From an optimization exercise on the open Yosys and OpenROAD flow, aimed at small area, a short achievable clock period and few clock cycles per item; shortcuts taken in it are not production practice.
RTL that was checked went through simulation tests only; none was proved equivalent to the original.

==> flow/design.v (excerpt) <==
module softsign_activation_top (
  input  logic                           clk,
  input  logic                           rst_n,
  input  logic                           in_tvalid,
  output logic                           in_tready,
  input  logic [ssa_pkg::SAMPLE_W-1:0]   in_tdata,
  output logic                           out_tvalid,
  input  logic                           out_tready,
  output logic [ssa_pkg::RESULT_W-1:0]   out_tdata,
  input  logic                           cfg_psel,
  input  logic                           cfg_penable,
  input  logic                           cfg_pwrite,
  input  logic [ssa_pkg::CFG_ADDR_W-1:0] cfg_paddr,
  input  logic [ssa_pkg::CFG_DATA_W-1:0] cfg_pwdata,
  output logic [ssa_pkg::CFG_DATA_W-1:0] cfg_prdata,
  output logic                           cfg_pready
);
Size in the first run: roughly 6500 cells after synthesis, ~1100 flip-flops, about 63000 um^2 of cells after synthesis.
==> module ssa_front, before the edit <==
module ssa_front (
  input  logic                         clk,
  input  logic                         rst_n,
  input  logic                         adv,
  input  logic                         in_vld,
  input  logic [ssa_pkg::SAMPLE_W-1:0] sample,
  input  logic                         mode,
  output logic                         vld_o,
  output logic                         neg_o,
  output logic                         sub_o,
  output logic                         add_o,
  output logic                         q_o,
  output logic [18:0]                  rem_o,
  output logic [ssa_pkg::DEN_W-1:0]    den_o
);
  logic        v1, mode1, neg1;
  logic [15:0] m1, d1;
  assign m1 = sample[15] ? 16'(-sample) : sample;
  always_ff @(posedge clk) begin
    if (!rst_n) begin
      v1 <= 1'b0;
    end else if (adv) begin
      v1 <= in_vld;
    end
  end
  always_ff @(posedge clk) begin
    if (adv) begin
      mode1 <= mode;
      neg1  <= sample[15];
      d1    <= {m1[15:8] + 8'd1, m1[7:0]};
    end
  end
  logic        v2, mode2, neg2, act0, act1;
  logic [31:0] sq_s, sq_c;
  logic [30:0] ps, pc;
  ssa_sq u_sq (
    .d  (d1),
    .ps (sq_s),
    .pc (sq_c)
  );
  always_ff @(posedge clk) begin
    if (!rst_n) begin
      v2 <= 1'b0;
    end else if (adv) begin
      v2 <= v1;
    end
  end
  always_ff @(posedge clk) begin
    if (adv) begin
      mode2 <= mode1;
      neg2  <= neg1;
      act0  <= d1 < 16'd512;
      act1  <= !mode1 || (d1 <= 16'd724);
      ps    <= mode1 ? sq_s[30:0] : {15'd0, d1};
      pc    <= mode1 ? sq_c[30:0] : 31'd0;
    end
  end
  logic [18:0] r1;
  always_comb begin
    if (!mode2) begin
      r1 = {3'b000, ps[15:0]} - 19'd512;
    end else if (act0) begin
      r1 = 19'h2_0000 - ps[18:0] - pc[18:0];
    end else begin
      r1 = 19'h2_0000;
    end
  end
  always_ff @(posedge clk) begin
    if (!rst_n) begin
      vld_o <= 1'b0;
    end else if (adv) begin
      vld_o <= v2;
    end
  end
  always_ff @(posedge clk) begin
    if (adv) begin
      neg_o  <= neg2 & ~mode2;
      sub_o  <= act1 & ~r1[18];
      add_o  <= act1 & r1[18];
      den_o  <= ps + pc;
      rem_o  <= r1;
      q_o    <= ~r1[18] & (act0 | ~mode2);
    end
  end
endmodule
make LEC_CHECK=0 ABC_AREA=1 CAP_MARGIN=20 CORE_MARGIN=2 CORE_UTILIZATION=40 SETUP_SLACK_MARGIN=3.25 SLEW_MARGIN=20 finish   # period 6.5 ns
run.sh (not shown) runs the stock make flow with config.mk's settings and CLKGATE_MAP_FILE= SYNTH_SCRIPT=/design/flow/synth_recipe.tcl, a recipe that flattens the netlist after the stock synthesis.
Testbench counts at the start, summed over its fixed seeds: cycles 16,288, items 16,000.
==> next run, changes <==
--- a/flow/design.v
+++ b/flow/design.v
@@ -81,12 +81,13 @@
       d1    <= {m1[15:8] + 8'd1, m1[7:0]};
     end
   end
   logic        v2, mode2, neg2, act0, act1;
   logic [31:0] sq_s, sq_c;
   logic [30:0] ps, pc;
+  logic [15:0] d2;
   ssa_sq u_sq (
     .d  (d1),
     .ps (sq_s),
     .pc (sq_c)
   );
   always_ff @(posedge clk) begin
@@ -99,20 +100,21 @@
   always_ff @(posedge clk) begin
     if (adv) begin
       mode2 <= mode1;
       neg2  <= neg1;
       act0  <= d1 < 16'd512;
       act1  <= !mode1 || (d1 <= 16'd724);
-      ps    <= mode1 ? sq_s[30:0] : {15'd0, d1};
-      pc    <= mode1 ? sq_c[30:0] : 31'd0;
+      d2    <= d1;
+      ps    <= sq_s[30:0];
+      pc    <= sq_c[30:0];
     end
   end
   logic [18:0] r1;
   always_comb begin
     if (!mode2) begin
-      r1 = {3'b000, ps[15:0]} - 19'd512;
+      r1 = {3'b000, d2} - 19'd512;
     end else if (act0) begin
       r1 = 19'h2_0000 - ps[18:0] - pc[18:0];
     end else begin
       r1 = 19'h2_0000;
     end
   end
@@ -125,13 +127,13 @@
   end
   always_ff @(posedge clk) begin
     if (adv) begin
       neg_o  <= neg2 & ~mode2;
       sub_o  <= act1 & ~r1[18];
       add_o  <= act1 & r1[18];
-      den_o  <= ps + pc;
+      den_o  <= mode2 ? ps + pc : {15'd0, d2};
       rem_o  <= r1;
       q_o    <= ~r1[18] & (act0 | ~mode2);
     end
   end
 endmodule
 module ssa_sq (
Wire length went up by 1.5%.
Non-clock buffer count went down by 11.
Setup slack gets better by 21 ps.
Worst hold slack gets worse by 7.0 ps.
Core utilization hardly moves.
Synthesized cell count went up by 0.51%.
Cell count barely changes.
Fmax went up by 0.67%.
Area after synthesis went up by 0.35%.
Global-route usage went up by 0.23 points.
Design area hardly moves.
Critical path depth stays the same.
Die area went up by 0.35%.
Testbench counts after the change, summed over its fixed seeds: cycles 16,288, items 16,000.

* * *

== run B ==
softsign_activation_top again, from the RTL that the note above started with.
==> module ssa_back, before the edit <==
module ssa_back (
  input  logic                         clk,
  input  logic                         rst_n,
  input  logic                         vld_i,
  input  logic                         neg_i,
  input  logic [14:0]                  quo_i,
  output logic                         adv,
  output logic                         out_vld,
  input  logic                         out_rdy,
  output logic [ssa_pkg::RESULT_W-1:0] out_data
);
  logic                         ovld, svld, adv_r;
  logic [ssa_pkg::RESULT_W-1:0] odata, sdata;
  logic [ssa_pkg::RESULT_W-1:0] res;
  logic                         pop, push;
  assign res  = neg_i ? 16'(-{1'b0, quo_i}) : {1'b0, quo_i};
  assign adv  = adv_r;
  assign pop  = ovld && out_rdy;
  assign push = adv && vld_i;
  always_ff @(posedge clk) begin
    if (!rst_n) begin
      ovld  <= 1'b0;
      svld  <= 1'b0;
      adv_r <= 1'b1;
    end else begin
      if (pop) begin
        ovld  <= svld || push;
        svld  <= 1'b0;
        adv_r <= 1'b1;
      end else if (push) begin
        ovld  <= 1'b1;
        svld  <= ovld;
        adv_r <= !ovld;
      end
    end
  end
  always_ff @(posedge clk) begin
    if (pop && svld) begin
      odata <= sdata;
    end else if (push && (pop || !ovld)) begin
      odata <= res;
    end
    if (push && ovld && !pop) begin
      sdata <= res;
    end
  end
  assign out_vld  = ovld;
  assign out_data = odata;
endmodule
Settings: LEC_CHECK=0, CAP_MARGIN=20, CORE_MARGIN=2, CORE_UTILIZATION=40, SETUP_SLACK_MARGIN=3.0, SLEW_MARGIN=20; clock period 6.5 ns.
Testbench counts of run B, summed over its fixed seeds: cycles 16,288, items 16,000.
## Diff of input files: run A against run B
-- flow/design.v --
<<< run B, line 447
  output logic [ssa_pkg::RESULT_W-1:0] out_data
);
  logic                         ovld, svld, adv_r;
  logic [ssa_pkg::RESULT_W-1:0] odata, sdata;
  logic [ssa_pkg::RESULT_W-1:0] res;
  logic                         pop, push;
  assign res  = neg_i ? 16'(-{1'b0, quo_i}) : {1'b0, quo_i};
  assign adv  = adv_r;
  assign pop  = ovld && out_rdy;
  assign push = adv && vld_i;
  always_ff @(posedge clk) begin
    if (!rst_n) begin
      ovld  <= 1'b0;
      svld  <= 1'b0;
      adv_r <= 1'b1;
    end else begin
      if (pop) begin
        ovld  <= svld || push;
        svld  <= 1'b0;
        adv_r <= 1'b1;
      end else if (push) begin
        ovld  <= 1'b1;
        svld  <= ovld;
        adv_r <= !ovld;
      end
    end
  end
  always_ff @(posedge clk) begin
    if (pop && svld) begin
      odata <= sdata;
    end else if (push && (pop || !ovld)) begin
      odata <= res;
    end
    if (push && ovld && !pop) begin
      sdata <= res;
    end
  end
  assign out_vld  = ovld;
  assign out_data = odata;
endmodule
`timescale 1ns / 1ps
>>> run A, line 447
  output logic [ssa_pkg::RESULT_W-1:0] out_data
);
  assign adv = !out_vld || out_rdy;
  always_ff @(posedge clk) begin
    if (!rst_n) begin
      out_vld <= 1'b0;
    end else if (adv) begin
      out_vld <= vld_i;
    end
  end
  always_ff @(posedge clk) begin
    if (adv) begin
      out_data <= neg_i ? 16'(-{1'b0, quo_i}) : {1'b0, quo_i};
    end
  end
endmodule
`timescale 1ns / 1ps
Results
When the final numbers for run A and run B were put side by side, the fraction of met3 tracks used by global routing turned out to be greater in run B.
NOTE: final worst-path cycle share in run A exceeds that of run B
Between run A and run B, share of final-layout standard cells stronger than drive strength 1 is higher for run A, run B comes in under that.
Run A: setup slack after layout lower than run B
Compared to run B, run A leaves less free space in the core.
Compared with run B, run A shows global-route wire length before repair that has gone down by a few percent.
Compared with run B, run A shows a lower met2 capacity usage during global routing.
No functional check of the RTL was part of run A.

* * *

The RTL this note starts from:
==> flow/design.v <==
`timescale 1ns / 1ps
package ssa_pkg;
  localparam int SAMPLE_W   = 16;
  localparam int RESULT_W   = 16;
  localparam int CFG_ADDR_W = 3;
  localparam int CFG_DATA_W = 32;
  localparam logic REG_IDX_MODE = 1'b0;
  localparam int DEN_W      = 31;
  localparam int DIV_STEPS  = 15;
endpackage
`timescale 1ns / 1ps
module ssa_cfg (
  input  logic                           clk,
  input  logic                           rst_n,
  input  logic                           cfg_psel,
  input  logic                           cfg_penable,
  input  logic                           cfg_pwrite,
  input  logic [ssa_pkg::CFG_ADDR_W-1:0] cfg_paddr,
  input  logic [ssa_pkg::CFG_DATA_W-1:0] cfg_pwdata,
  output logic [ssa_pkg::CFG_DATA_W-1:0] cfg_prdata,
  output logic                           cfg_pready,
  output logic                           mode
);
  logic mode_r;
  logic mode_nxt;
  logic wr_en;
  logic reg_idx;
  assign cfg_pready = 1'b1;
  assign reg_idx    = cfg_paddr[2];
  assign wr_en      = cfg_psel && cfg_penable && cfg_pwrite && cfg_pready;
  always_comb begin
    mode_nxt = mode_r;
    if (wr_en && (reg_idx == ssa_pkg::REG_IDX_MODE)) begin
      mode_nxt = cfg_pwdata[0];
    end
  end
  always_ff @(posedge clk) begin
    if (!rst_n) begin
      mode_r <= 1'b0;
    end else begin
      mode_r <= mode_nxt;
    end
  end
  always_comb begin
    unique case (reg_idx)
      ssa_pkg::REG_IDX_MODE: cfg_prdata = {{(ssa_pkg::CFG_DATA_W-1){1'b0}}, mode_r};
      default:               cfg_prdata = '0;
    endcase
  end
  assign mode = mode_r;
endmodule
`timescale 1ns / 1ps
module ssa_front (
  input  logic                         clk,
  input  logic                         rst_n,
  input  logic                         adv,
  input  logic                         in_vld,
  input  logic [ssa_pkg::SAMPLE_W-1:0] sample,
  input  logic                         mode,
  output logic                         vld_o,
  output logic                         mode_o,
  output logic                         neg_o,
  output logic [17:0]                  rem_o,
  output logic [ssa_pkg::DEN_W-1:0]    den_o
);
  logic        v1, mode1, neg1;
  logic [15:0] m1, d1;
  assign m1 = sample[15] ? 16'(-sample) : sample;
  always_ff @(posedge clk) begin
    if (!rst_n) begin
      v1 <= 1'b0;
    end else if (adv) begin
      v1 <= in_vld;
    end
  end
  always_ff @(posedge clk) begin
    if (adv) begin
      mode1 <= mode;
      neg1  <= sample[15];
      d1    <= {m1[15:8] + 8'd1, m1[7:0]};
    end
  end
  logic        v2, mode2, neg2;
  logic [14:0] p_hh;
  logic [15:0] p_hl;
  logic [15:0] p_ll;
  always_ff @(posedge clk) begin
    if (!rst_n) begin
      v2 <= 1'b0;
    end else if (adv) begin
      v2 <= v1;
    end
  end
  always_ff @(posedge clk) begin
    if (adv) begin
      mode2 <= mode1;
      neg2  <= neg1;
      p_hh  <= 15'(d1[15:8] * d1[15:8]);
      p_hl  <= 16'(d1[15:8] * d1[7:0]);
      p_ll  <= mode1 ? 16'(d1[7:0] * d1[7:0]) : d1;
    end
  end
  logic [ssa_pkg::DEN_W-1:0] dsq;
  assign dsq = {p_hh, 16'd0} + {6'd0, p_hl, 9'd0} + {15'd0, p_ll};
  always_ff @(posedge clk) begin
    if (!rst_n) begin
      vld_o <= 1'b0;
    end else if (adv) begin
      vld_o <= v2;
    end
  end
  always_ff @(posedge clk) begin
    if (adv) begin
      mode_o <= mode2;
      neg_o  <= neg2;
      den_o  <= mode2 ? dsq : {15'd0, p_ll};
      rem_o  <= mode2 ? 18'h1_0000 : {2'b00, p_ll[15:8] - 8'd1, p_ll[7:0]};
    end
  end
endmodule
`timescale 1ns / 1ps
module ssa_div_stage #(
  parameter int RW = 18
) (
  input  logic [RW-1:0]             rem_i,
  input  logic [ssa_pkg::DEN_W-1:0] den,
  output logic [RW:0]               rem_o,
  output logic                      q
);
  logic          act;
  logic [RW:0]   op;
  logic          sub;
  generate
    if (RW >= ssa_pkg::DEN_W) begin : g_full
      assign act = 1'b1;
      assign op  = (RW+1)'(den);
    end else begin : g_part
      assign act = ~|den[ssa_pkg::DEN_W-1:RW];
      assign op  = {1'b0, den[RW-1:0]};
    end
  endgenerate
  assign sub   = act & ~rem_i[RW-1];
  assign rem_o = {rem_i, 1'b0} + ((sub ? ~op : (act ? op : '0))) + (RW+1)'(sub);
  assign q     = act & ~rem_o[RW];
endmodule
`timescale 1ns / 1ps
module ssa_back (
  input  logic                         clk,
  input  logic                         rst_n,
  input  logic                         vld_i,
  input  logic                         mode_i,
  input  logic                         neg_i,
  input  logic [14:0]                  quo_i,
  output logic                         adv,
  output logic                         out_vld,
  input  logic                         out_rdy,
  output logic [ssa_pkg::RESULT_W-1:0] out_data
);
  logic                         ovld, svld;
  logic [ssa_pkg::RESULT_W-1:0] odata, sdata;
  logic [ssa_pkg::RESULT_W-1:0] res;
  logic                         pop, push;
  assign res  = (neg_i && !mode_i) ? 16'(-{1'b0, quo_i}) : {1'b0, quo_i};
  assign adv  = !(ovld && svld);
  assign pop  = ovld && out_rdy;
  assign push = adv && vld_i;
  always_ff @(posedge clk) begin
    if (!rst_n) begin
      ovld <= 1'b0;
      svld <= 1'b0;
    end else begin
      if (pop) begin
        ovld <= svld || push;
        svld <= 1'b0;
      end else if (push) begin
        ovld <= 1'b1;
        svld <= ovld;
      end
    end
  end
  always_ff @(posedge clk) begin
    if (pop && svld) begin
      odata <= sdata;
    end else if (push && (pop || !ovld)) begin
      odata <= res;
    end
    if (push && ovld && !pop) begin
      sdata <= res;
    end
  end
  assign out_vld  = ovld;
  assign out_data = odata;
endmodule
`timescale 1ns / 1ps
module softsign_activation_top (
  input  logic                           clk,
  input  logic                           rst_n,
  input  logic                           in_tvalid,
  output logic                           in_tready,
  input  logic [ssa_pkg::SAMPLE_W-1:0]   in_tdata,
  output logic                           out_tvalid,
  input  logic                           out_tready,
  output logic [ssa_pkg::RESULT_W-1:0]   out_tdata,
  input  logic                           cfg_psel,
  input  logic                           cfg_penable,
  input  logic                           cfg_pwrite,
  input  logic [ssa_pkg::CFG_ADDR_W-1:0] cfg_paddr,
  input  logic [ssa_pkg::CFG_DATA_W-1:0] cfg_pwdata,
  output logic [ssa_pkg::CFG_DATA_W-1:0] cfg_prdata,
  output logic                           cfg_pready
);
  localparam int STEPS_PER_REG = 2;
  localparam int NS  = ssa_pkg::DIV_STEPS;
  localparam int DW  = ssa_pkg::DEN_W;
  function automatic integer roff(input integer j);
    roff = 18 * j + (j * (j - 1)) / 2;
  endfunction
  function automatic integer qoff(input integer j);
    qoff = (j * (j - 1)) / 2;
  endfunction
  logic mode;
  logic adv;
  logic [NS:0]              vld_c, mode_c, neg_c;
  logic [roff(NS+1)-1:0]    rem_c;
  logic [(NS+1)*DW-1:0]     den_c;
  logic [qoff(NS+1)-1:0]    quo_c;
  assign in_tready = adv;
  ssa_cfg u_cfg (
    .clk         (clk),
    .rst_n       (rst_n),
    .cfg_psel    (cfg_psel),
    .cfg_penable (cfg_penable),
    .cfg_pwrite  (cfg_pwrite),
    .cfg_paddr   (cfg_paddr),
    .cfg_pwdata  (cfg_pwdata),
    .cfg_prdata  (cfg_prdata),
    .cfg_pready  (cfg_pready),
    .mode        (mode)
  );
  ssa_front u_front (
    .clk    (clk),
    .rst_n  (rst_n),
    .adv    (adv),
    .in_vld (in_tvalid),
    .sample (in_tdata),
    .mode   (mode),
    .vld_o  (vld_c[0]),
    .mode_o (mode_c[0]),
    .neg_o  (neg_c[0]),
    .rem_o  (rem_c[0 +: 18]),
    .den_o  (den_c[0 +: DW])
  );
  for (genvar j = 0; j < NS; j++) begin : g_step
    localparam int RW = 18 + j;
    logic [RW:0]   rem_n;
    logic          qb;
    logic [j:0]    quo_n;
    ssa_div_stage #(.RW(RW)) u_div (
      .rem_i (rem_c[roff(j) +: RW]),
      .den   (den_c[j*DW +: DW]),
      .rem_o (rem_n),
      .q     (qb)
    );
    if (j == 0) begin : g_q0
      assign quo_n = qb;
    end else begin : g_qn
      assign quo_n = {quo_c[qoff(j) +: j], qb};
    end
    if (((j + 1) % STEPS_PER_REG == 0) || (j == NS - 1)) begin : g_reg
      logic          vld_r, mode_r, neg_r;
      logic [RW:0]   rem_r;
      logic [DW-1:0] den_r;
      logic [j:0]    quo_r;
      always_ff @(posedge clk) begin
        if (!rst_n) begin
          vld_r <= 1'b0;
        end else if (adv) begin
          vld_r <= vld_c[j];
        end
      end
      always_ff @(posedge clk) begin
        if (adv) begin
          mode_r <= mode_c[j];
          neg_r  <= neg_c[j];
          rem_r  <= rem_n;
          den_r  <= den_c[j*DW +: DW];
          quo_r  <= quo_n;
        end
      end
      assign vld_c[j+1]                 = vld_r;
      assign mode_c[j+1]                = mode_r;
      assign neg_c[j+1]                 = neg_r;
      assign rem_c[roff(j+1) +: RW + 1] = rem_r;
      assign den_c[(j+1)*DW +: DW]      = den_r;
      assign quo_c[qoff(j+1) +: j + 1]  = quo_r;
    end else begin : g_comb
      assign vld_c[j+1]                 = vld_c[j];
      assign mode_c[j+1]                = mode_c[j];
      assign neg_c[j+1]                 = neg_c[j];
      assign rem_c[roff(j+1) +: RW + 1] = rem_n;
      assign den_c[(j+1)*DW +: DW]      = den_c[j*DW +: DW];
      assign quo_c[qoff(j+1) +: j + 1]  = quo_n;
    end
  end
  ssa_back u_back (
    .clk      (clk),
    .rst_n    (rst_n),
    .vld_i    (vld_c[NS]),
    .mode_i   (mode_c[NS]),
    .neg_i    (neg_c[NS]),
    .quo_i    (quo_c[qoff(NS) +: NS]),
    .adv      (adv),
    .out_vld  (out_tvalid),
    .out_rdy  (out_tready),
    .out_data (out_tdata)
  );
endmodule
Settings: LEC_CHECK=0, CAP_MARGIN=20, CORE_MARGIN=2, CORE_UTILIZATION=40, SLEW_MARGIN=20; clock period 6.5 ns.
Rerun with:
--- a/flow/design.v
+++ b/flow/design.v
@@ -60,12 +60,11 @@
   output logic                         vld_o,
   output logic                         mode_o,
   output logic                         neg_o,
-  output logic [17:0]                  rem_o,
+  output logic [16:0]                  rem_o,
   output logic [ssa_pkg::DEN_W-1:0]    den_o
 );
   logic        v1, mode1, neg1;
-  logic [15:0] m1, d1;
-  assign m1 = sample[15] ? 16'(-sample) : sample;
+  logic [15:0] m1;
   always_ff @(posedge clk) begin
     if (!rst_n) begin
       v1 <= 1'b0;
@@ -77,13 +76,15 @@
     if (adv) begin
       mode1 <= mode;
       neg1  <= sample[15];
-      d1    <= {m1[15:8] + 8'd1, m1[7:0]};
+      m1    <= sample[15] ? 16'(-sample) : sample;
     end
   end
+  logic [7:0]  dh;
   logic        v2, mode2, neg2;
   logic [14:0] p_hh;
   logic [15:0] p_hl;
   logic [15:0] p_ll;
+  assign dh = m1[15:8] + 8'd1;
   always_ff @(posedge clk) begin
     if (!rst_n) begin
       v2 <= 1'b0;
@@ -95,13 +96,15 @@
     if (adv) begin
       mode2 <= mode1;
       neg2  <= neg1;
-      p_hh  <= 15'(d1[15:8] * d1[15:8]);
-      p_hl  <= 16'(d1[15:8] * d1[7:0]);
-      p_ll  <= mode1 ? 16'(d1[7:0] * d1[7:0]) : d1;
+      p_hh  <= 15'(dh * dh);
+      p_hl  <= 16'(dh * m1[7:0]);
+      p_ll  <= mode1 ? 16'(m1[7:0] * m1[7:0]) : m1;
     end
   end
   logic [ssa_pkg::DEN_W-1:0] dsq;
+  logic [15:0]               dv;
   assign dsq = {p_hh, 16'd0} + {6'd0, p_hl, 9'd0} + {15'd0, p_ll};
+  assign dv  = {p_ll[15:8] + 8'd1, p_ll[7:0]};
   always_ff @(posedge clk) begin
     if (!rst_n) begin
       vld_o <= 1'b0;
@@ -113,35 +116,35 @@
     if (adv) begin
       mode_o <= mode2;
       neg_o  <= neg2;
-      den_o  <= mode2 ? dsq : {15'd0, p_ll};
-      rem_o  <= mode2 ? 18'h1_0000 : {2'b00, p_ll[15:8] - 8'd1, p_ll[7:0]};
+      den_o  <= mode2 ? dsq : {15'd0, dv};
+      rem_o  <= mode2 ? 17'h1_0000 : {1'b0, p_ll};
     end
   end
 endmodule
 `timescale 1ns / 1ps
 module ssa_div_stage #(
-  parameter int RW = 18
+  parameter int RW = 17
 ) (
-  input  logic [RW-1:0]             rem_i,
-  input  logic [ssa_pkg::DEN_W-1:0] den,
-  output logic [RW:0]               rem_o,
-  output logic                      q
+  input  logic [RW-1:0]               rem_i,
+  input  logic [ssa_pkg::DEN_W-1:0]   den,
+  output logic [RW:0]                 rem_o,
+  output logic                        q
 );
-  logic          act;
-  logic [RW:0]   op;
-  logic          sub;
+  logic [RW:0]   part;
+  logic [RW+1:0] diff;
+  logic          hi_zero;
+  assign part = {rem_i, 1'b0};
   generate
-    if (RW >= ssa_pkg::DEN_W) begin : g_full
-      assign act = 1'b1;
-      assign op  = (RW+1)'(den);
+    if (RW + 1 >= ssa_pkg::DEN_W) begin : g_full
+      assign hi_zero = 1'b1;
+      assign diff    = {1'b0, part} - {{(RW+2-ssa_pkg::DEN_W){1'b0}}, den};
     end else begin : g_part
-      assign act = ~|den[ssa_pkg::DEN_W-1:RW];
-      assign op  = {1'b0, den[RW-1:0]};
+      assign hi_zero = ~|den[ssa_pkg::DEN_W-1:RW+1];
+      assign diff    = {1'b0, part} - {1'b0, den[RW:0]};
     end
   endgenerate
-  assign sub   = act & ~rem_i[RW-1];
-  assign rem_o = {rem_i, 1'b0} + ((sub ? ~op : (act ? op : '0))) + (RW+1)'(sub);
-  assign q     = act & ~rem_o[RW];
+  assign q     = hi_zero & ~diff[RW+1];
+  assign rem_o = q ? diff[RW:0] : part;
 endmodule
 `timescale 1ns / 1ps
 module ssa_back (
@@ -213,7 +216,7 @@
   localparam int NS  = ssa_pkg::DIV_STEPS;
   localparam int DW  = ssa_pkg::DEN_W;
   function automatic integer roff(input integer j);
-    roff = 18 * j + (j * (j - 1)) / 2;
+    roff = 17 * j + (j * (j - 1)) / 2;
   endfunction
   function automatic integer qoff(input integer j);
     qoff = (j * (j - 1)) / 2;
@@ -247,11 +250,11 @@
     .vld_o  (vld_c[0]),
     .mode_o (mode_c[0]),
     .neg_o  (neg_c[0]),
-    .rem_o  (rem_c[0 +: 18]),
+    .rem_o  (rem_c[0 +: 17]),
     .den_o  (den_c[0 +: DW])
   );
   for (genvar j = 0; j < NS; j++) begin : g_step
-    localparam int RW = 18 + j;
+    localparam int RW = 17 + j;
     logic [RW:0]   rem_n;
     logic          qb;
     logic [j:0]    quo_n;
Via count went down by a few percent.
Sequential cell count went down by 7.
Critical path depth went down by 9.
Setup slack gains 190 ps.
Die area went down slightly.
Count of clock-buffer cells in the layout went up by 6.
Global-route usage went down by 1.9 points.
Design area went down by a few percent.
Wire length went down by roughly a tenth.
Worst hold slack loses 16 ps.
Sequential share of layout area went up by 0.47 points.
Utilization went down by 0.51 points.
Function was not checked in any run of this note: the RTL went through the layout flow alone.

separate check: timing with driven ports:
No port has a modelled driver above. Below, the same layouts with a new extraction and two added sets of constraints. Step 1 sets driving cells, clkbuf_16 on the clock port and buf_2 on the other inputs (assumed; they add their load-dependent delay and slew). Step 2 times the ports against the registers' clock, not the clock port: input delays grow and output delays shrink by t, the midpoint of the rising clock arrivals with the driver on. Slacks: ideal ports / drivers / drivers and shift; pairs: ideal ports / drivers.
run	t (ns)	slack for setup (ns)	hold WS [ns]	clock arrival spread, ns
the first run of note 1	0.808	3.355 / 3.341 / 2.941	0.410 / 0.410 / 0.410	0.068 / 0.067
the second run of note 1	0.795	3.376 / 3.376 / 2.976	0.403 / 0.403 / 0.403	0.052 / 0.053
run B	0.796	2.799 / 2.799 / 2.415	0.412 / 0.412 / 0.412	0.034 / 0.034
run A	0.778	2.767 / 2.767 / 2.440	0.401 / 0.401 / 0.401	0.024 / 0.024
the first run of note 3	0.706	0.120 / 0.120 / 0.120	0.412 / 0.412 / 0.412	0.031 / 0.030
the second run of note 3	0.690	0.305 / 0.305 / 0.305	0.395 / 0.395 / 0.395	0.028 / 0.028
After both steps every run listed still meets setup and hold. The setup slack of the first run of note 1, which loses most, moves by -0.014 ns with the drivers and by -0.414 ns with both steps.
